From an optimization exercise on the open Yosys and OpenROAD flow, aimed at small area; shortcuts taken in it are not production practice.
The RTL was checked by simulation tests, not by an equivalence proof against the original design.
No activity file was given, so power comes from the tool's default toggle rates. The clock port is modelled as an ideal driver; clocking choices that lean on that would not hold on a real chip.

Setup of run 1:
==> flow/design.v <==
`default_nettype none
package qgate_pkg;
	typedef logic [4:0] tile_t;  
	typedef logic [8:0] prob_t;  
	localparam tile_t TILE_FIRST = 5'd1;
	localparam tile_t ROW_LEN = 5'd8;
	localparam tile_t GATE_LAST = 5'd16;
	localparam tile_t TILE_RUN = 5'd17;
	localparam tile_t TILE_CLEAR = 5'd18;
	typedef enum logic [1:0] {
		TK_GATE,
		TK_RUN,
		TK_CLEAR
	} tile_kind_t;
	typedef enum logic {
		Q_A,  
		Q_B
	} qubit_t;
	typedef enum logic {
		BUILDING,
		DONE
	} build_state_t;
	localparam int REG_ADDR_W = 5;
	localparam int DATA_W = 32;
	localparam logic [REG_ADDR_W-1:0] RUN_REG = 5'd6;
	localparam logic [DATA_W-1:0] RUN_CODE = 32'd999;
	localparam prob_t PROB_ZERO = 9'd0;
	localparam prob_t PROB_HALF = 9'd50;
	localparam prob_t PROB_FULL = 9'd100;
endpackage
`default_nettype wire
`default_nettype none
`timescale 1ns/1ns
module qcircuit_top #(
	parameter int NUM_SLOTS = 5,
	parameter int REG_COUNT = 32
) (
	input wire logic BTNC,
	input wire logic CPU_RESETN,
	input wire logic btn_r,
	input wire logic btn_l,
	input wire logic btn_u,
	input wire logic btn_d,
	input wire logic btn_select,
	input wire logic cpu_we,  
	input wire logic [4:0] cpu_waddr,
	input wire logic [31:0] cpu_wdata,
	input wire logic [4:0] cpu_raddr_a,
	input wire logic [4:0] cpu_raddr_b,
	output logic [4:0] cursor,
	output logic [3:0] gate_count,
	output logic [8:0] prob_a,
	output logic [8:0] prob_b,
	output logic done,
	output logic [15:0] led,
	output logic [31:0] rdata_a,
	output logic [31:0] rdata_b
);
	logic [4:0] cur;
	logic [4:0] cur_nxt;
	logic in_row1, in_row2;
	assign in_row1 = (cur >= 5'd1) && (cur <= 5'd8);
	assign in_row2 = (cur >= 5'd9) && (cur <= 5'd16);
	always_comb begin
		cur_nxt = cur;
		if (btn_r) begin
			if (cur == 5'd8) cur_nxt = 5'd1;
			else if (cur == 5'd16) cur_nxt = 5'd9;
			else if (cur == 5'd18) cur_nxt = 5'd17;
			else cur_nxt = cur + 5'd1;
		end else if (btn_l) begin
			if (cur == 5'd1) cur_nxt = 5'd8;
			else if (cur == 5'd9) cur_nxt = 5'd16;
			else if (cur == 5'd17) cur_nxt = 5'd18;
			else cur_nxt = cur - 5'd1;
		end else if (btn_u) begin
			if (cur == 5'd17) cur_nxt = 5'd10;
			else if (cur == 5'd18) cur_nxt = 5'd15;
			else if (in_row2) cur_nxt = cur - 5'd8;
		end else if (btn_d) begin
			if (in_row2) cur_nxt = (cur <= 5'd12) ? 5'd17 : 5'd18;
			else if (in_row1) cur_nxt = cur + 5'd8;
		end
	end
	always_ff @(posedge BTNC) begin
		if (!CPU_RESETN) cur <= 5'd1;
		else cur <= cur_nxt;
	end
	assign cursor = cur;
	logic [2:0] gcnt;
	logic done_r;
	logic pa_full, pa_half, pb_full, pb_half;
	logic bld_we;
	logic [4:0] tile_d;  
	logic is_run, is_clear;
	logic [4:0] tofs;
	logic sel_full, sel_half;
	assign is_run = (cur == 5'd17);
	assign is_clear = (cur == 5'd18);
	assign tofs = cur - 5'd1;
	assign sel_full = !tofs[1];  
	assign sel_half = tofs[1] & tofs[0];  
	always_ff @(posedge BTNC) begin
		if (!CPU_RESETN) begin
			gcnt <= 3'd0;
			done_r <= 1'b0;
			pa_full <= 1'b0;
			pa_half <= 1'b0;
			pb_full <= 1'b0;
			pb_half <= 1'b0;
			bld_we <= 1'b0;
		end else begin
			bld_we <= 1'b0;
			if (btn_select) begin
				if (is_clear) begin
					gcnt <= 3'd0;
					pa_full <= 1'b0;
					pa_half <= 1'b0;
					pb_full <= 1'b0;
					pb_half <= 1'b0;
				end else if (is_run) begin
					if (!done_r) begin
						done_r <= 1'b1;
						bld_we <= 1'b1;
					end
				end else if (!done_r && gcnt < 3'd5) begin
					gcnt <= gcnt + 3'd1;
					bld_we <= 1'b1;
					if (gcnt < 3'd2) begin
						if (!tofs[2]) begin
							pa_full <= sel_full;
							pa_half <= sel_half;
						end else begin
							pb_full <= sel_full;
							pb_half <= sel_half;
						end
					end
				end
			end
		end
	end
	always_ff @(posedge BTNC)
		tile_d <= cur;
	assign gate_count = {1'b0, gcnt};
	assign done = done_r;
	assign prob_a = {2'b00, pa_full, pa_full | pa_half, pa_half, 1'b0, pa_full, pa_half, 1'b0};
	assign prob_b = {2'b00, pb_full, pb_full | pb_half, pb_half, 1'b0, pb_full, pb_half, 1'b0};
	logic rf_we;
	logic [4:0] rf_waddr;
	logic [31:0] rf_wdata;
	logic [4:0] bld_waddr;
	logic [31:0] bld_wdata;
	assign bld_waddr = done_r ? 5'd6 : {2'b00, gcnt - 3'd1};
	assign bld_wdata = done_r ? 32'd999 : {27'd0, tile_d};
	assign rf_we = bld_we | cpu_we;
	assign rf_waddr = bld_we ? bld_waddr : cpu_waddr;
	assign rf_wdata = bld_we ? bld_wdata : cpu_wdata;
	logic [4:0] led_addr;
	logic [4:0] led_data;
	always_ff @(posedge BTNC) begin
		if (!CPU_RESETN) begin
			led_addr <= 5'd0;
			led_data <= 5'd0;
		end else if (rf_we) begin
			led_addr <= rf_waddr;
			led_data <= rf_wdata[4:0];
		end
	end
	assign led = {done_r, 5'b0, led_data, led_addr};
	logic [31:1] wen;
	logic [31:1] hold;
	logic [31:1] sel_a, sel_b;
	logic [31:0] regs [1:31];
	for (genvar i = 1; i < 32; i++) begin : g_reg
		assign wen[i] = CPU_RESETN && rf_we && (rf_waddr == 5'(i));
		assign hold[i] = CPU_RESETN && !((bld_we && (bld_waddr == 5'(i))) || (cpu_we && !bld_we && (cpu_waddr == 5'(i))));
		always_ff @(posedge BTNC)
			regs[i] <= ({32{wen[i]}} & rf_wdata) | ({32{hold[i]}} & regs[i]);
		assign sel_a[i] = (cpu_raddr_a == 5'(i));
		assign sel_b[i] = (cpu_raddr_b == 5'(i));
	end
	logic [31:0] ga [0:10];
	logic [31:0] gb [0:10];
	logic [31:0] ta [0:31];
	logic [31:0] tb [0:31];
	always_comb begin
		ta[0] = '0;
		tb[0] = '0;
		for (int i = 1; i < 32; i++) begin
			ta[i] = {32{sel_a[i]}} & regs[i];
			tb[i] = {32{sel_b[i]}} & regs[i];
		end
		for (int g = 0; g < 10; g++) begin
			ga[g] = ta[3*g+1] | ta[3*g+2] | ta[3*g+3];
			gb[g] = tb[3*g+1] | tb[3*g+2] | tb[3*g+3];
		end
		ga[10] = ta[31];
		gb[10] = tb[31];
		rdata_a = (ga[0] | ga[1] | ga[2] | ga[3]) | (ga[4] | ga[5] | ga[6] | ga[7]) | (ga[8] | ga[9] | ga[10]);
		rdata_b = (gb[0] | gb[1] | gb[2] | gb[3]) | (gb[4] | gb[5] | gb[6] | gb[7]) | (gb[8] | gb[9] | gb[10]);
	end
endmodule
`default_nettype wire
clock: 8.0 ns
lec_check: 0
cap_margin: 10
core_margin: 2
core_utilization: 30
place_density: 0.45
setup_slack_margin: 0.3
slew_margin: 10
standard.sh (not shown) runs the stock make flow with config.mk's settings and CLKGATE_MAP_FILE= SYNTH_SCRIPT=/design/flow/synth_recipe.tcl, a recipe that flattens the netlist after the stock synthesis.
==> flow/flow/run.sh <==
#!/bin/bash
# Standard ORFS layout with two changes:
#  - synthesis maps with an area-oriented ABC script (flow/abc_speed.script)
#    that keeps the RTL structure;
#    everything else in the synthesis is the standard script, so the
#    registers keep their names and cell types;
#  - CTS without dummy loads and with larger sink clusters;
#  - port buffers start as buf_1 (the resizer may still upsize them).
set -euo pipefail
W=$PWD
rm -rf "$W/scripts_mod"
cp -r "$FLOW_HOME/scripts" "$W/scripts_mod"
cp "$W/flow/abc_speed.script" "$W/scripts_mod/abc_speed.script"
bash standard.sh "SCRIPTS_DIR=$W/scripts_mod" synth > synth_flow.log 2>&1
CTS="-sink_clustering_enable -repair_clock_nets -dont_use_dummy_load -sink_clustering_size 20 -sink_clustering_max_diameter 50"
bash standard.sh "CTS_ARGS=$CTS" "BUFFER_PORTS_ARGS=-buffer_cell sky130_fd_sc_hd__buf_1" finish > layout_flow.log 2>&1
==> flow/flow/abc_speed.script <==
&get -n
&st
&nf -a -R 1000
&put
[inputs] run 2 vs run 1
-- flow/flow/run.sh --
<<< run 1, line 14
bash standard.sh "SCRIPTS_DIR=$W/scripts_mod" synth > synth_flow.log 2>&1
CTS="-sink_clustering_enable -repair_clock_nets -dont_use_dummy_load -sink_clustering_size 20 -sink_clustering_max_diameter 50"
bash standard.sh "CTS_ARGS=$CTS" "BUFFER_PORTS_ARGS=-buffer_cell sky130_fd_sc_hd__buf_1" finish > layout_flow.log 2>&1
>>> run 2, line 14
bash standard.sh "SCRIPTS_DIR=$W/scripts_mod" synth > synth_flow.log 2>&1
CTS="-sink_clustering_enable -repair_clock_nets -dont_use_dummy_load -sink_clustering_size 30 -sink_clustering_max_diameter 80"
bash standard.sh "CTS_ARGS=$CTS" "BUFFER_PORTS_ARGS=-buffer_cell sky130_fd_sc_hd__buf_1" finish > layout_flow.log 2>&1
-- flow/config.mk --
<<< run 1, line 7
export LEC_CHECK = 0
export CAP_MARGIN = 10
export CORE_MARGIN = 2
export CORE_UTILIZATION = 30
export PLACE_DENSITY = 0.45
export SETUP_SLACK_MARGIN = 0.3
export SLEW_MARGIN = 10
>>> run 2, line 7
export LEC_CHECK = 0
export CAP_MARGIN = 0
export CORE_MARGIN = 2
export CORE_UTILIZATION = 40
export SETUP_SLACK_MARGIN = 0.3
export SLEW_MARGIN = 0
[summary]
- Measured against run 2, the static power due to leakage of run 1 comes out at 1.06 times the reference value.
- When the final numbers for run 2 and run 1 were put side by side, the clock period minus worst slack turned out to be greater in run 2.
- ~same via count of the routed design in run 2 and run 1
- Reported for run 2 and run 1, area after synthesis turned out identical to the last digit.
- Summary of run 2 over run 1: total power now sits lower; worst-case reg-to-reg path depth shrank by 3; non-clock buffer count now larger; cell count dropped 8.1%.
Relative to run 2, the following input files were edited for run 3:
-- flow/flow/run.sh --
<<< run 2, line 7
#  - CTS without dummy loads and with larger sink clusters;
#  - port buffers start as buf_1 (the resizer may still upsize them).
set -euo pipefail
>>> run 3, line 7
#  - CTS without dummy loads and with larger sink clusters;
#  - port buffers start as buf_1 (the resizer may still upsize them);
#  - after global routing, gates off the critical paths are downsized
#    (RECOVER_POWER).
set -euo pipefail
<<< run 2, line 15
CTS="-sink_clustering_enable -repair_clock_nets -dont_use_dummy_load -sink_clustering_size 30 -sink_clustering_max_diameter 80"
bash standard.sh "CTS_ARGS=$CTS" "BUFFER_PORTS_ARGS=-buffer_cell sky130_fd_sc_hd__buf_1" finish > layout_flow.log 2>&1
>>> run 3, line 17
CTS="-sink_clustering_enable -repair_clock_nets -dont_use_dummy_load -sink_clustering_size 30 -sink_clustering_max_diameter 80"
bash standard.sh "CTS_ARGS=$CTS" "BUFFER_PORTS_ARGS=-buffer_cell sky130_fd_sc_hd__buf_1" "RECOVER_POWER=100" finish > layout_flow.log 2>&1
-- flow/config.mk --
<<< run 2, line 7
export LEC_CHECK = 0
export CAP_MARGIN = 0
export CORE_MARGIN = 2
>>> run 3, line 7
export LEC_CHECK = 0
export CAP_MARGIN = 10
export CORE_MARGIN = 2
<<< run 2, line 11
export SETUP_SLACK_MARGIN = 0.3
export SLEW_MARGIN = 0
>>> run 3, line 11
export SETUP_SLACK_MARGIN = 0.3
export SLEW_MARGIN = 10
==> comparison <==
Clock-buffer cell count across run 2 and run 3: no real change. Layout checks on run 3: not met. Flow itself completed; violations: max-capacitance violations, max-slew violations. Diff run 2 -> run 3: cell count after synthesis roughly the same; setup slack lower; post-route non-filler standard cell count roughly the same. Diff run 3..run 2 | number of failing setup endpoints in the final timing report | unchanged. Run 3 against run 2: number of nets in the layout closely matched the old numbers, total power shows no meaningful change. Compared run 3 against run 2; detail-routed via count per cell within noise. Looking at share of the clock period used by the worst path, run 3 sits 7.6 points higher than run 2 does. The post-layout instance area of run 2 and that of run 3 are within noise of each other.
Changes in run 4 relative to run 3:
==> flow/flow/run.sh <==
#!/bin/bash
# Standard ORFS layout with two changes:
#  - synthesis maps with an area-oriented ABC script (flow/abc_speed.script)
#    that keeps the RTL structure;
#    everything else in the synthesis is the standard script, so the
#    registers keep their names and cell types;
#  - CTS without dummy loads and with larger sink clusters;
#  - port buffers start as buf_1 (the resizer may still upsize them).
set -euo pipefail
W=$PWD
rm -rf "$W/scripts_mod"
cp -r "$FLOW_HOME/scripts" "$W/scripts_mod"
cp "$W/flow/abc_speed.script" "$W/scripts_mod/abc_speed.script"
bash standard.sh "SCRIPTS_DIR=$W/scripts_mod" synth > synth_flow.log 2>&1
CTS="-sink_clustering_enable -repair_clock_nets -dont_use_dummy_load -sink_clustering_size 30 -sink_clustering_max_diameter 80"
bash standard.sh "CTS_ARGS=$CTS" "BUFFER_PORTS_ARGS=-buffer_cell sky130_fd_sc_hd__buf_1" finish > layout_flow.log 2>&1
- Setup slack in run 4 is larger than in run 3.
- Diff run 4 and run 3: clock skew higher in run 3
- Status: total chip power parity (run 3, run 4)
- Run 4 finished end to end and its layout was clean on timing, DRC and antenna.
- Routed wire length of run 4 is on par with run 3.
- In the tables for run 4 and run 3, cell area reads lower with run 3.
- Core utilization: run 4 > run 3
- Diff run 4..run 3 | share of power burned in combinational logic | negligible
- [run 4] fmax rose 9.7% relative to run 3

========
before:
Another version of the RTL of qcircuit_top (not shown whole).
Size in the first run: ~3900 cells after synthesis, ~1000 flip-flops, ~160 I/O pins, ~41000 µm² of cells after synthesis.
export LEC_CHECK = 0
export CAP_MARGIN = 20
export CORE_MARGIN = 2
export CORE_UTILIZATION = 40
export SETUP_SLACK_MARGIN = 0.3
export SLEW_MARGIN = 20
create_clock -name core_clock -period 8.0 [get_ports {BTNC}]
==> flow/flow/run.sh <==
#!/bin/bash
# Standard ORFS layout with two changes:
#  - synthesis maps with an area-oriented ABC script (flow/abc_speed.script);
#    everything else in the synthesis is the standard script, so the
#    registers keep their names and cell types;
#  - CTS without dummy loads and with larger sink clusters.
set -euo pipefail
W=$PWD
rm -rf "$W/scripts_mod"
cp -r "$FLOW_HOME/scripts" "$W/scripts_mod"
cp "$W/flow/abc_speed.script" "$W/scripts_mod/abc_speed.script"
bash standard.sh "SCRIPTS_DIR=$W/scripts_mod" synth > synth_flow.log 2>&1
CTS="-sink_clustering_enable -repair_clock_nets -dont_use_dummy_load -sink_clustering_size 30 -sink_clustering_max_diameter 100"
bash standard.sh "CTS_ARGS=$CTS" finish > layout_flow.log 2>&1
==> flow/flow/abc_speed.script <==
&get -n
&st
&syn2
&dch
&nf -a -R 1000
&put
--- input diff before..after ---
# before
export LEC_CHECK = 0
export CAP_MARGIN = 20
export CORE_MARGIN = 2
export CORE_UTILIZATION = 40
export SETUP_SLACK_MARGIN = 0.3
export SLEW_MARGIN = 20
create_clock -name core_clock -period 8.0 [get_ports {BTNC}]
# after
export LEC_CHECK = 0
export CAP_MARGIN = 10
export CORE_MARGIN = 2
export CORE_UTILIZATION = 30
export PLACE_DENSITY = 0.45
export SETUP_SLACK_MARGIN = 0.3
export SLEW_MARGIN = 10
create_clock -name core_clock -period 8.0 [get_ports {BTNC}]
==> flow/flow/run.sh <==
#!/bin/bash
# Standard ORFS layout with two changes:
#  - synthesis maps with an area-oriented ABC script (flow/abc_speed.script);
#    everything else in the synthesis is the standard script, so the
#    registers keep their names and cell types;
#  - CTS without dummy loads and with larger sink clusters;
#  - port buffers start as buf_1 (the resizer may still upsize them).
set -euo pipefail
W=$PWD
rm -rf "$W/scripts_mod"
cp -r "$FLOW_HOME/scripts" "$W/scripts_mod"
cp "$W/flow/abc_speed.script" "$W/scripts_mod/abc_speed.script"
bash standard.sh "SCRIPTS_DIR=$W/scripts_mod" synth > synth_flow.log 2>&1
CTS="-sink_clustering_enable -repair_clock_nets -dont_use_dummy_load -sink_clustering_size 20 -sink_clustering_max_diameter 50"
bash standard.sh "CTS_ARGS=$CTS" "BUFFER_PORTS_ARGS=-buffer_cell sky130_fd_sc_hd__buf_1" finish > layout_flow.log 2>&1
[summary]
Lower global-route track usage on met2 among before and after: after. Total power ends up lower on before. Against before, after reports a global-route usage that is lower.

[re-timing with driven ports]
Ports are ideal in the flow. The routed layouts listed here were re-timed in OpenROAD. Step 1, drivers: a clkbuf_16 drives BTNC and a buf_2 each remaining input, both assumed. Step 2 also shifts input and output timing later by t, the mid clock arrival at the registers, as if the neighbouring blocks saw the same clock. Three values: ideal ports, drivers, drivers and shift; two values: the first two.
| run | shift t [ns] | setup slack, ns | worst setup path at the end | latest minus earliest clock arrival (ns) | worst data-port slew with drivers (ns) |
|---|---|---|---|---|---|
| run 1 | 0.818 | 1.366 / 1.342 / 1.342 | input to output | 0.086 / 0.086 | 0.17 |
| run 2 | 0.723 | 1.275 / 1.235 / 1.235 | input to output | 0.102 / 0.102 | 0.15 |
| run 3 | 0.725 | 0.664 / 0.624 / 0.624 | input to output | 0.102 / 0.103 | 0.13 |
| run 4 | 0.724 | 1.311 / 1.269 / 1.269 | input to output | 0.100 / 0.100 | 0.15 |
| before | 0.705 | 0.788 / 0.757 / 0.757 | input to output | 0.053 / 0.053 | 0.06 |
| after | 0.795 | 1.269 / 1.241 / 1.241 | input to output | 0.074 / 0.074 | 0.07 |
The setup slack of run 4, which loses most, moves by -0.042 ns with the drivers and by -0.042 ns with both steps.
